This is an optimization exercise on Yosys and OpenROAD, whose aim is small area and a short achievable clock period, not a production implementation. Function was checked by simulation only, so behaviour that the tests miss may differ from the original.

==> inputs of run a <==
Design banner_pixel_streamer, start of the top module:
module banner_pixel_streamer
(
  input  logic                    clk_i,
  input  logic                    rst_ni,
  input  logic                    load_i,
  input  logic [BANNER_MAP_W-1:0] pixel_map_i,
  output logic                    busy_o,
  output logic                    pix_valid,
  input  logic                    pix_ready,
  output logic                    pix_data,
  output logic [BANNER_X_W-1:0]   pix_x,
  output logic [BANNER_Y_W-1:0]   pix_y,
  output logic                    pix_eol,
  output logic                    pix_eof
);
==> module banner_raster_counter, before the edit <==
module banner_raster_counter
(
  input  logic                  clk_i,
  input  logic                  rst_ni,
  input  logic                  clear_i,
  input  logic                  adv_i,
  output logic [BANNER_X_W-1:0] x_o,
  output logic [BANNER_Y_W-1:0] y_o,
  output logic [BANNER_X_W-1:0] x_nxt_o,
  output logic [BANNER_Y_W-1:0] y_nxt_o,
  output logic                  eol_o,
  output logic                  eof_o
);
  localparam logic [BANNER_X_W-1:0] LAST_X = BANNER_X_W'(BANNER_OUT_COLS - 1);
  localparam logic [BANNER_Y_W-1:0] LAST_Y = BANNER_Y_W'(BANNER_OUT_ROWS - 1);
  logic [BANNER_X_W-1:0] x_q, x_d;
  logic [BANNER_Y_W-1:0] y_q, y_d;
  logic                  eol, eof;
  always_comb begin
    eol = (x_q == LAST_X);
    eof = eol && (y_q == LAST_Y);
    x_d = x_q;
    y_d = y_q;
    if (clear_i) begin
      x_d = '0;
      y_d = '0;
    end else if (adv_i) begin
      if (eol) begin
        x_d = '0;
        y_d = eof ? '0 : y_q + 1'b1;
      end else begin
        x_d = x_q + 1'b1;
      end
    end
  end
  always_ff @(posedge clk_i or negedge rst_ni) begin
    if (!rst_ni) begin
      x_q <= '0;
      y_q <= '0;
    end else begin
      x_q <= x_d;
      y_q <= y_d;
    end
  end
  assign x_o     = x_q;
  assign y_o     = y_q;
  assign x_nxt_o = x_d;
  assign y_nxt_o = y_d;
  assign eol_o   = eol;
  assign eof_o   = eof;
endmodule
==> module banner_pixel_streamer, before the edit <==
module banner_pixel_streamer
(
  input  logic                    clk_i,
  input  logic                    rst_ni,
  input  logic                    load_i,
  input  logic [BANNER_MAP_W-1:0] pixel_map_i,
  output logic                    busy_o,
  output logic                    pix_valid,
  input  logic                    pix_ready,
  output logic                    pix_data,
  output logic [BANNER_X_W-1:0]   pix_x,
  output logic [BANNER_Y_W-1:0]   pix_y,
  output logic                    pix_eol,
  output logic                    pix_eof
);
  banner_pkg::banner_state_t state_q, state_d;
  logic [BANNER_MAP_W-1:0] map_q, map_d;
  logic                    data_q, data_d;
  logic                    start, adv, xfer;
  logic [BANNER_X_W-1:0] x_cur, x_nxt;
  logic [BANNER_Y_W-1:0] y_cur, y_nxt;
  logic                  eol, eof;
  function automatic logic [BANNER_IDX_W-1:0] banner_map_idx(
    input logic [BANNER_X_W-1:0] x,
    input logic [BANNER_Y_W-1:0] y
  );
    logic [BANNER_X_W-1:0] col;
    logic [BANNER_Y_W-1:0] row;
    logic [BANNER_IDX_W-1:0] lin;
    logic [BANNER_IDX_W-1:0] last;
    col  = x >> BANNER_SCALE_SH;
    row  = y >> BANNER_SCALE_SH;
    last = BANNER_MAP_W - 1;
    lin  = row * BANNER_COLS + col;
    banner_map_idx = last - lin;
  endfunction
  banner_raster_counter u_counter (
    .clk_i   (clk_i),
    .rst_ni  (rst_ni),
    .clear_i (start),
    .adv_i   (adv),
    .x_o     (x_cur),
    .y_o     (y_cur),
    .x_nxt_o (x_nxt),
    .y_nxt_o (y_nxt),
    .eol_o   (eol),
    .eof_o   (eof)
  );
  always_comb begin
    state_d = state_q;
    map_d   = map_q;
    data_d  = data_q;
    start   = 1'b0;
    adv     = 1'b0;
    xfer    = (state_q == STREAM) && pix_ready;
    case (state_q)
      IDLE: begin
        if (load_i) begin
          state_d = STREAM;
          map_d   = pixel_map_i;
          start   = 1'b1;
          data_d  = pixel_map_i[BANNER_MAP_W-1];
        end
      end
      STREAM: begin
        if (xfer) begin
          adv = 1'b1;
          if (eof) begin
            state_d = IDLE;
            data_d  = 1'b0;
          end else begin
            data_d = map_q[banner_map_idx(x_nxt, y_nxt)];
          end
        end
      end
      default: state_d = IDLE;
    endcase
  end
  always_ff @(posedge clk_i or negedge rst_ni) begin
    if (!rst_ni) begin
      state_q <= IDLE;
      map_q   <= '0;
      data_q  <= 1'b0;
    end else begin
      state_q <= state_d;
      map_q   <= map_d;
      data_q  <= data_d;
    end
  end
  assign busy_o        = (state_q == STREAM);
  assign pix_valid = (state_q == STREAM);
  assign pix_data  = data_q;
  assign pix_x     = x_cur;
  assign pix_y     = y_cur;
  assign pix_eol   = eol;
  assign pix_eof   = eof;
endmodule
clock: 6.5 ns
lec_check: 0
cap_margin: 20
core_area: 5 5 495 495
die_area: 0 0 500 500
slew_margin: 20
run.sh (not shown) runs the stock make flow with config.mk's settings and CLKGATE_MAP_FILE= SYNTH_SCRIPT=/design/flow/synth_recipe.tcl, a recipe that flattens the netlist after the stock synthesis.
==> run b: changes against run a <==
==> flow/design.v (replaced) <==
package banner_pkg;
  localparam int BANNER_COLS  = 120;
  localparam int BANNER_ROWS  = 12;
  localparam int BANNER_MAP_W = BANNER_COLS * BANNER_ROWS;
  localparam int BANNER_GLYPH = 12;
  localparam int BANNER_X_W   = 8;
  localparam int BANNER_Y_W   = 5;
  localparam int BANNER_IDX_W = 11;
endpackage
import banner_pkg::*;
module banner_raster_counter
(
  input  logic       clk_i,
  input  logic       rst_ni,
  input  logic       adv_i,
  output logic [6:0] x_o,
  output logic [3:0] y_o,
  output logic       eol_o,
  output logic       eof_o
);
  logic [6:0] x_q;
  logic [3:0] y_q;
  logic       eol_q, eof_q;
  always_ff @(posedge clk_i or negedge rst_ni) begin
    if (!rst_ni) begin
      x_q   <= '0;
      y_q   <= '0;
      eol_q <= 1'b0;
      eof_q <= 1'b0;
    end else if (adv_i) begin
      x_q   <= eol_q ? 7'd0 : x_q + 7'd1;
      y_q   <= eof_q ? 4'd0 : (eol_q ? y_q + 4'd1 : y_q);
      eol_q <= (x_q == 7'd118);
      eof_q <= (x_q == 7'd118) && (y_q == 4'd11);
    end
  end
  assign x_o   = x_q;
  assign y_o   = y_q;
  assign eol_o = eol_q;
  assign eof_o = eof_q;
endmodule
import banner_pkg::*;
module banner_pixel_streamer
(
  input  logic                    clk_i,
  input  logic                    rst_ni,
  input  logic                    load_i,
  input  logic [BANNER_MAP_W-1:0] pixel_map_i,
  output logic                    busy_o,
  output logic                    pix_valid,
  input  logic                    pix_ready,
  output logic                    pix_data,
  output logic [BANNER_X_W-1:0]   pix_x,
  output logic [BANNER_Y_W-1:0]   pix_y,
  output logic                    pix_eol,
  output logic                    pix_eof
);
  localparam int CHAIN_W = BANNER_MAP_W - 2;   
  logic               busy_q;
  logic               data_q;
  logic               b0_q, b1_q;    
  logic               s_q;           
  logic               pol_q;         
  logic [CHAIN_W-1:0] chain_q;       
  logic               xfer;
  logic [6:0]         x_q;
  logic [3:0]         y_q;
  logic               eol_q, eof_q;
  assign xfer = busy_q & pix_ready;
  banner_raster_counter u_counter (
    .clk_i  (clk_i),
    .rst_ni (rst_ni),
    .adv_i  (xfer),
    .x_o    (x_q),
    .y_o    (y_q),
    .eol_o  (eol_q),
    .eof_o  (eof_q)
  );
  logic sel_ld_q, sel_sh_q, sel_hd_q;
  logic busy_d, s_d;
  logic c0;
  assign c0 = chain_q[0] ^ pol_q;
  always_ff @(posedge clk_i or negedge rst_ni) begin
    if (!rst_ni) begin
      sel_ld_q <= 1'b1;
      sel_sh_q <= 1'b0;
      sel_hd_q <= 1'b0;
    end else begin
      sel_ld_q <= !busy_d;
      sel_sh_q <= busy_d & s_d;
      sel_hd_q <= busy_d & !s_d;
    end
  end
  always_ff @(posedge clk_i) begin
    for (int k = 0; k < CHAIN_W; k++)
      chain_q[k] <= !((sel_ld_q & pixel_map_i[CHAIN_W-1-k]) |
                      (sel_sh_q & ((k + 1 < CHAIN_W) ? chain_q[(k + 1) % CHAIN_W] : 1'b0)) |
                      (sel_hd_q & chain_q[k]));
    pol_q <= busy_q ? !pol_q : 1'b1;
  end
  assign s_d    = busy_q ? pix_ready : 1'b1;
  assign busy_d = busy_q ? !(pix_ready && eof_q) : load_i;
  always_ff @(posedge clk_i) begin
    s_q <= s_d;
    if (!busy_q) begin
      b0_q <= pixel_map_i[BANNER_MAP_W-2];
    end else begin
      if (pix_ready) b0_q <= s_q ? c0 : b1_q;
      if (s_q && !pix_ready) b1_q <= c0;
    end
  end
  always_ff @(posedge clk_i or negedge rst_ni) begin
    if (!rst_ni) begin
      busy_q <= 1'b0;
      data_q <= 1'b0;
    end else begin
      busy_q <= busy_d;
      if (busy_q) begin
        if (pix_ready) data_q <= !eof_q && b0_q;
      end else begin
        data_q <= load_i && pixel_map_i[BANNER_MAP_W-1];
      end
    end
  end
  assign busy_o    = busy_q;
  assign pix_valid = busy_q;
  assign pix_data  = data_q;
  assign pix_x     = {1'b0, x_q};
  assign pix_y     = {1'b0, y_q};
  assign pix_eol   = eol_q;
  assign pix_eof   = eof_q;
endmodule
==> impl_metrics.toml <==
[yosys]
post_synth_most_frequent_cells = "sky130_fd_sc_hd__nand2_1 (4952), sky130_fd_sc_hd__dfrtp_1 (1455), sky130_fd_sc_hd__clkbuf_1 (415)"
syn-cell-area_mm2 = 0.06940
synth-main-ff-cell = "sky130_fd_sc_hd__dfrtp_1"
synthAdderAreaFrac_pct = 0.6057

[cells_and_area]
number_of_flip_flops_under_the_largest_register_name = 1440
final-seq-area_mm2 = 0.03641

[routing]
detail_route.wirelength.met1_mm = 146.5
routedWlPerCell_um = 27.91

[timing]
portion_of_the_clock_cycle_consumed_by_the_worst_path_in_the_final_layout_pct = 97.26

[power_and_ir_drop]
power.switching_mw = 21.73
p_seq_mw = 13.9

[run_status]
status = "no timing/DRC/antenna violations"
-- figures above: run a

==> impl_metrics.toml <==
[run_status]
status = "no timing/DRC/antenna violations"

[routing]
detail_route.wirelength.met1_mm = 68.05

[power_and_ir_drop]
p_seq_mw = 13.6
power.switching_mw = 7.292

[cells_and_area]
number_of_flip_flops_under_the_largest_register_name = 1438

[timing]
portion_of_the_clock_cycle_consumed_by_the_worst_path_in_the_final_layout_pct = 52.16

[yosys]
post_synth_most_frequent_cells = "sky130_fd_sc_hd__dfxtp_1 (1440), sky130_fd_sc_hd__a222oi_1 (1437), sky130_fd_sc_hd__buf_2 (262)"
synthAdderAreaFrac_pct = 0.08092
syn-cell-area_mm2 = 0.04638
-- figures above: run b

## separate check: timing with driven ports
In the flow no input, the clock included, has a driving cell. The finished layouts below were timed again as built, in two steps.
Step 1: set_driving_cell puts a clkbuf_16 on clk_i and a buf_2 on each other input, an assumption about the parent block.
Step 2, shift: input delay + t, output delay - t, t = (earliest + latest rising clock arrival at the registers) / 2. This alone moves slack from input paths to output paths.
Slacks: ideal / step 1 / step 2; pairs: ideal / step 1.
run | t (ns) | setup slack, ns | worst setup path at the end | clock arrival spread, ns | slew at the worst register clock pin (ns)
run a | 0.889 | 0.178 / 0.117 / -0.772 | input to register | 0.052 / 0.051 | 0.08 / 0.08
run b | 0.858 | 3.110 / 3.011 / 3.103 | input to register | 0.114 / 0.113 | 0.07 / 0.07
Met with ideal ports but missed after step 2: setup timing in run a. For run a, which loses most, drivers alone change the setup slack by -0.061 ns; drivers and shift together by -0.950 ns.
